Context: an optimization exercise on an open-source flow, tuned for small area. The choices shown serve that exercise and are no tape-out recipe.
Function was checked by simulation only, so behaviour that the tests miss may differ from the original.
No activity file was given, so power comes from the tool's default toggle rates.

try-violet:
==> flow/design.v <==
package cov_mon_pkg;
  localparam int Q_W = 23;                      
  localparam int R_W = 10;
  localparam logic [Q_W-1:0] Q_SAT = 23'd4294967;
  localparam logic [R_W-1:0] R_SAT = 10'd295;
  localparam logic [R_W-1:0] R_TOP = 10'd999;
  localparam logic [15:0] WDOG_LIMIT = 16'd50000;
endpackage
module cov_stall_channel (
  input  logic        clock,
  input  logic        reset,
  input  logic        en,
  input  logic        clr,
  input  logic        step_q,      
  input  logic        snz_q,       
  input  logic [29:0] cov_i,
  input  logic        mask_i,
  output logic        stall_i,
  output logic        zero_o,      
  output logic [22:0] q_o,         
  output logic [9:0]  r_o
);
  logic [29:0] snap_q;
  logic [22:0] pq_q, cq;
  logic [9:0]  pr_q, cr;
  logic        zero_q;
  logic        chg, sat, wrap, inc;
  assign sat  = ((pq_q & cov_mon_pkg::Q_SAT) == cov_mon_pkg::Q_SAT) &&
                ((pr_q & cov_mon_pkg::R_SAT) == cov_mon_pkg::R_SAT);
  assign wrap = (pr_q & cov_mon_pkg::R_TOP) == cov_mon_pkg::R_TOP;
  assign inc  = step_q & ~sat;
  always_comb begin
    cq = pq_q;
    cr = pr_q;
    if (zero_q) begin
      cq = '0;
      cr = '0;
    end else if (inc) begin
      if (wrap) begin
        cr = '0;
        cq = pq_q + 1'b1;
      end else begin
        cr = pr_q + 1'b1;
      end
    end
  end
  assign chg = snz_q ? (|cov_i) : (cov_i != snap_q);
  always_ff @(posedge clock) begin
    if (clr | en) snap_q <= cov_i;
  end
  always_ff @(posedge clock) begin
    if (!reset) begin
      pq_q   <= '0;
      pr_q   <= '0;
      zero_q <= 1'b1;
    end else begin
      pq_q   <= cq;
      pr_q   <= cr;
      zero_q <= clr | (en & chg);
    end
  end
  logic gt;
  always_comb begin
    gt = inc & wrap;
    for (int i = 0; i < 11; i++)
      gt = (pq_q[i] & ~cov_i[19+i]) | (~(pq_q[i] ^ cov_i[19+i]) & gt);
  end
  assign stall_i = mask_i & ~zero_q & ((|pq_q[22:11]) | gt);
  assign zero_o  = zero_q;
  assign q_o     = pq_q;
  assign r_o     = pr_q;
endmodule
module cov_stall_monitor (
  input  logic         clock,
  input  logic         reset,
  input  logic         en,
  input  logic [119:0] cov,
  input  logic [3:0]   ch_mask,
  input  logic         done,
  input  logic         irq_ack,
  output logic         irq,
  output logic [4:0]   irq_cause,
  output logic [31:0]  stall_cnt_max
);
  logic        fired_q, drain_q;
  logic [4:0]  cause_q;
  logic [15:0] wdog_q;
  logic        step_q;
  logic        snz_q;    
  logic [5:0]  ge_q;
  logic [3:0]  top_q;
  logic [3:0]  stall, zero;
  logic [22:0] q [4];
  logic [9:0]  r [4];
  logic        ack_ok, clr, wd_hit, idle, hold_end;
  assign idle   = ~fired_q & ~drain_q;
  assign ack_ok = en & fired_q & irq_ack;
  assign clr    = done | ack_ok;
  assign wd_hit = (wdog_q & cov_mon_pkg::WDOG_LIMIT) == cov_mon_pkg::WDOG_LIMIT;
  assign hold_end = &wdog_q[3:0];
  for (genvar i = 0; i < 4; i++) begin : g_ch
    cov_stall_channel u_ch (
      .clock   (clock),
      .reset   (reset),
      .en      (en),
      .clr     (clr),
      .step_q  (step_q),
      .snz_q   (snz_q),
      .cov_i   (cov[i*30 +: 30]),
      .mask_i  (ch_mask[i]),
      .stall_i (stall[i]),
      .zero_o  (zero[i]),
      .q_o     (q[i]),
      .r_o     (r[i])
    );
  end
  logic [3:0] top, top_d;
  assign top = top_q;
  logic [22:0] q_m;
  logic [9:0]  r_m;
  always_comb begin
    q_m = '0;
    r_m = '0;
    for (int i = 0; i < 4; i++) begin
      q_m = q_m | ({23{top[i]}} & q[i]);
      r_m = r_m | ({10{top[i]}} & r[i]);
    end
  end
  logic [28:0] hi;
  assign hi = 29'({q_m, r_m[9:3]}) - 29'({q_m, 1'b0}) - 29'(q_m);
  logic [5:0] ge_d;
  assign ge_d[0] = zero[1] | (~zero[0] & ge_q[0]);
  assign ge_d[1] = zero[2] | (~zero[0] & ge_q[1]);
  assign ge_d[2] = zero[3] | (~zero[0] & ge_q[2]);
  assign ge_d[3] = zero[2] | (~zero[1] & ge_q[3]);
  assign ge_d[4] = zero[3] | (~zero[1] & ge_q[4]);
  assign ge_d[5] = zero[3] | (~zero[2] & ge_q[5]);
  assign top_d[0] =  ge_d[0] &  ge_d[1] &  ge_d[2];
  assign top_d[1] = ~ge_d[0] &  ge_d[3] &  ge_d[4];
  assign top_d[2] = ~ge_d[1] & ~ge_d[3] &  ge_d[5];
  assign top_d[3] = ~ge_d[2] & ~ge_d[4] & ~ge_d[5];
  always_ff @(posedge clock) begin
    if (!reset) begin
      fired_q <= 1'b0;
      drain_q <= 1'b0;
      cause_q <= '0;
      wdog_q  <= '0;
      step_q  <= 1'b0;
      snz_q   <= 1'b1;
      ge_q    <= '1;
      top_q   <= 4'b0001;
    end else begin
      step_q <= en;
      if (clr | en) snz_q <= 1'b0;
      ge_q   <= ge_d;
      top_q  <= top_d;
      if (clr) wdog_q <= '0;
      else if (en) begin
        if (drain_q) wdog_q <= hold_end ? 16'd0 : wdog_q + 1'b1;
        else if (!wd_hit) wdog_q <= wdog_q + 1'b1;
      end
      if (done) begin
        fired_q <= 1'b0;
        drain_q <= 1'b0;
        cause_q <= '0;
      end else if (en) begin
        if (idle) begin
          if ((|stall) || wd_hit) begin
            fired_q <= 1'b1;
            cause_q <= {wd_hit, stall};
          end
        end else if (fired_q) begin
          if (irq_ack) begin
            fired_q <= 1'b0;
            drain_q <= 1'b1;
          end
        end else begin
          if (hold_end) drain_q <= 1'b0;
        end
      end
    end
  end
  assign irq           = fired_q;
  assign irq_cause     = cause_q;
  assign stall_cnt_max = {hi, r_m[2:0]};
endmodule
export LEC_CHECK = 0
export CAP_MARGIN = 20
export CORE_MARGIN = 2
export CORE_UTILIZATION = 70
export PLACE_DENSITY = 0.85
export SLEW_MARGIN = 20
create_clock -name core_clock -period 8.5 [get_ports {clock}]
standard.sh (not shown) runs the stock make flow with config.mk's settings and CLKGATE_MAP_FILE= SYNTH_SCRIPT=/design/flow/synth_recipe.tcl, a recipe that flattens the netlist after the stock synthesis.
==> flow/flow/run.sh <==
#!/bin/bash
# Standard layout (the standard.sh) with these changes:
#  - synthesis maps the logic with an area-oriented ABC script (flow/area.abc) in place of
#    ORFS's speed script; everything else in the synthesis (registers included) is unchanged;
#  - no full/half-adder cell extraction before ABC (ABC maps the arithmetic);
#  - the port buffers are the smallest buffer cell;
#  - clock tree: small clock buffers in small clusters, no dummy loads.
# ORFS writes each step's full log under orfs/logs/; make's own output goes to standard_own.log.
set -euo pipefail
W=$PWD
cp config.mk config_own.mk
cat >> config_own.mk <<'EOC'
export ADDER_MAP_FILE =
export BUFFER_PORTS_ARGS = -buffer_cell sky130_fd_sc_hd__buf_1
export CTS_ARGS = -sink_clustering_enable -repair_clock_nets -dont_use_dummy_load -buf_list sky130_fd_sc_hd__clkbuf_16 -sink_clustering_size 30 -sink_clustering_max_diameter 90
EOC
{
  echo 'proc abc {args} {'
  echo '  set i [lsearch $args -script]'
  echo "  if {\$i >= 0} { set args [lreplace \$args \$i [expr {\$i + 1}] -script $W/flow/area.abc] }"
  echo '  yosys abc {*}$args'
  echo '}'
  cat synth_recipe.tcl
} > synth_own.tcl
sed -e "s#DESIGN_CONFIG=[^ ]*#DESIGN_CONFIG=$W/config_own.mk#" \
    -e "s#SYNTH_SCRIPT=[^ ]*#SYNTH_SCRIPT=$W/synth_own.tcl#" standard.sh > standard_own.sh
grep -q "config_own.mk" standard_own.sh
grep -q "synth_own.tcl" standard_own.sh
bash standard_own.sh > standard_own.log 2>&1
==> flow/flow/area.abc <==
strash
&get -n
&fraig -x
&put
scorr
dc2
strash
&get -n
&dch -f
&nf -a -R 1000
&put
Input-level comparison between try-amber and try-violet:
Settings: changing CORE_UTILIZATION from 70 to 40; changing SLEW_MARGIN from 20 to 5; removing PLACE_DENSITY (formerly 0.85); changing CAP_MARGIN from 20 to 5.
--- a/flow/flow/run.sh
+++ b/flow/flow/run.sh
@@ -15 +15 @@
-export CTS_ARGS = -sink_clustering_enable -repair_clock_nets -dont_use_dummy_load -buf_list sky130_fd_sc_hd__clkbuf_16 -sink_clustering_size 30 -sink_clustering_max_diameter 90
+export CTS_ARGS = -sink_clustering_enable -repair_clock_nets -dont_use_dummy_load -buf_list sky130_fd_sc_hd__clkbuf_8 -sink_clustering_size 20 -sink_clustering_max_diameter 60
- Power spent charging and discharging nets delta (try-amber − try-violet): unfavourable
- Comparing initial antenna violation count for try-violet and try-amber, the bigger number came from try-violet.
- Final critical-path required period: try-violet and try-amber compared, lower one is try-amber
Relative to try-amber, the following input files were edited for try-pepper:
Settings: CAP_MARGIN now 20, was 5; CORE_UTILIZATION now 60, was 40; SLEW_MARGIN now 20, was 5; PLACE_DENSITY now 0.75, previously not set.
--- a/flow/flow/run.sh
+++ b/flow/flow/run.sh
@@ -15 +15 @@
-export CTS_ARGS = -sink_clustering_enable -repair_clock_nets -dont_use_dummy_load -buf_list sky130_fd_sc_hd__clkbuf_8 -sink_clustering_size 20 -sink_clustering_max_diameter 60
+export CTS_ARGS = -sink_clustering_enable -repair_clock_nets -dont_use_dummy_load -buf_list sky130_fd_sc_hd__clkbuf_8 -sink_clustering_size 16 -sink_clustering_max_diameter 50
==> summary.txt <==
Where power is concerned, try-amber is better than try-pepper.
try-amber ended up with sky130_fd_sc_hd__a222oi_1 as its slowest cell on the critical path; try-pepper ended up with sky130_fd_sc_hd__dfxtp_4.
try-pepper went all the way through the flow, and no timing, DRC or antenna check failed.
Comparing try-amber and try-pepper, the higher total number of placement rows was measured on try-amber.
met3 layer usage reported by global route is higher on try-pepper
Diff try-amber -> try-pepper: internal power consumption increased by about 1.5% relative to the old numbers; count of clock-net buffers in the final layout has increased; setup slack moved up.
diff inputs: try-pepper => try-tundra
--- a/flow/flow/run.sh
+++ b/flow/flow/run.sh
@@ -15 +15 @@
-export CTS_ARGS = -sink_clustering_enable -repair_clock_nets -dont_use_dummy_load -buf_list sky130_fd_sc_hd__clkbuf_8 -sink_clustering_size 16 -sink_clustering_max_diameter 50
+export CTS_ARGS = -sink_clustering_enable -repair_clock_nets -dont_use_dummy_load -buf_list sky130_fd_sc_hd__clkbuf_16 -sink_clustering_size 30 -sink_clustering_max_diameter 90
--- a/flow/flow/area.abc
+++ b/flow/flow/area.abc
@@ -10 +10 @@
-&nf -a -R 1000
+&nf -R 1000
@@ -11,0 +12,5 @@
+strash
+&get -n
+&dch -f
+&nf -R 1000
+&put
--- outcome ---
STATUS estimated wirelength of the detail-placed design: try-tundra loses against try-pepper. try-pepper → try-tundra: synthesized netlist cell count saw a decrease; register area level. Of try-tundra and try-pepper, try-tundra shows the higher core utilization, with try-pepper below it. Compared with try-pepper, number of unique standard cell types used by synthesis in try-tundra decreased by a few percent. On try-tundra: total power is 2.9% lower than what try-pepper gave.

## re-timing with driven ports
No port has a modelled driver above. Below, the same layouts with a new extraction and two added sets of constraints.
Step 1 sets driving cells, clkbuf_16 on the clock port and buf_2 on the other inputs (assumed; they add their load-dependent delay and slew).
Step 2, shift: input delay + t, output delay - t, t = (earliest + latest rising clock arrival at the registers) / 2. This alone moves slack from input paths to output paths.
Three values: no drivers, after step 1, after step 2; two values: the first two.
run | t, ns | setup slack, ns | worst slew at a driven data input, ns
try-violet | 0.534 | 0.249 / 0.200 / 0.733 | 0.04
try-amber | 0.618 | 0.280 / 0.231 / 0.849 | 0.06
try-pepper | 0.611 | 0.353 / 0.306 / 0.917 | 0.04
try-tundra | 0.531 | 0.107 / 0.057 / 0.588 | 0.06
After both steps setup and hold are still met in every run listed.
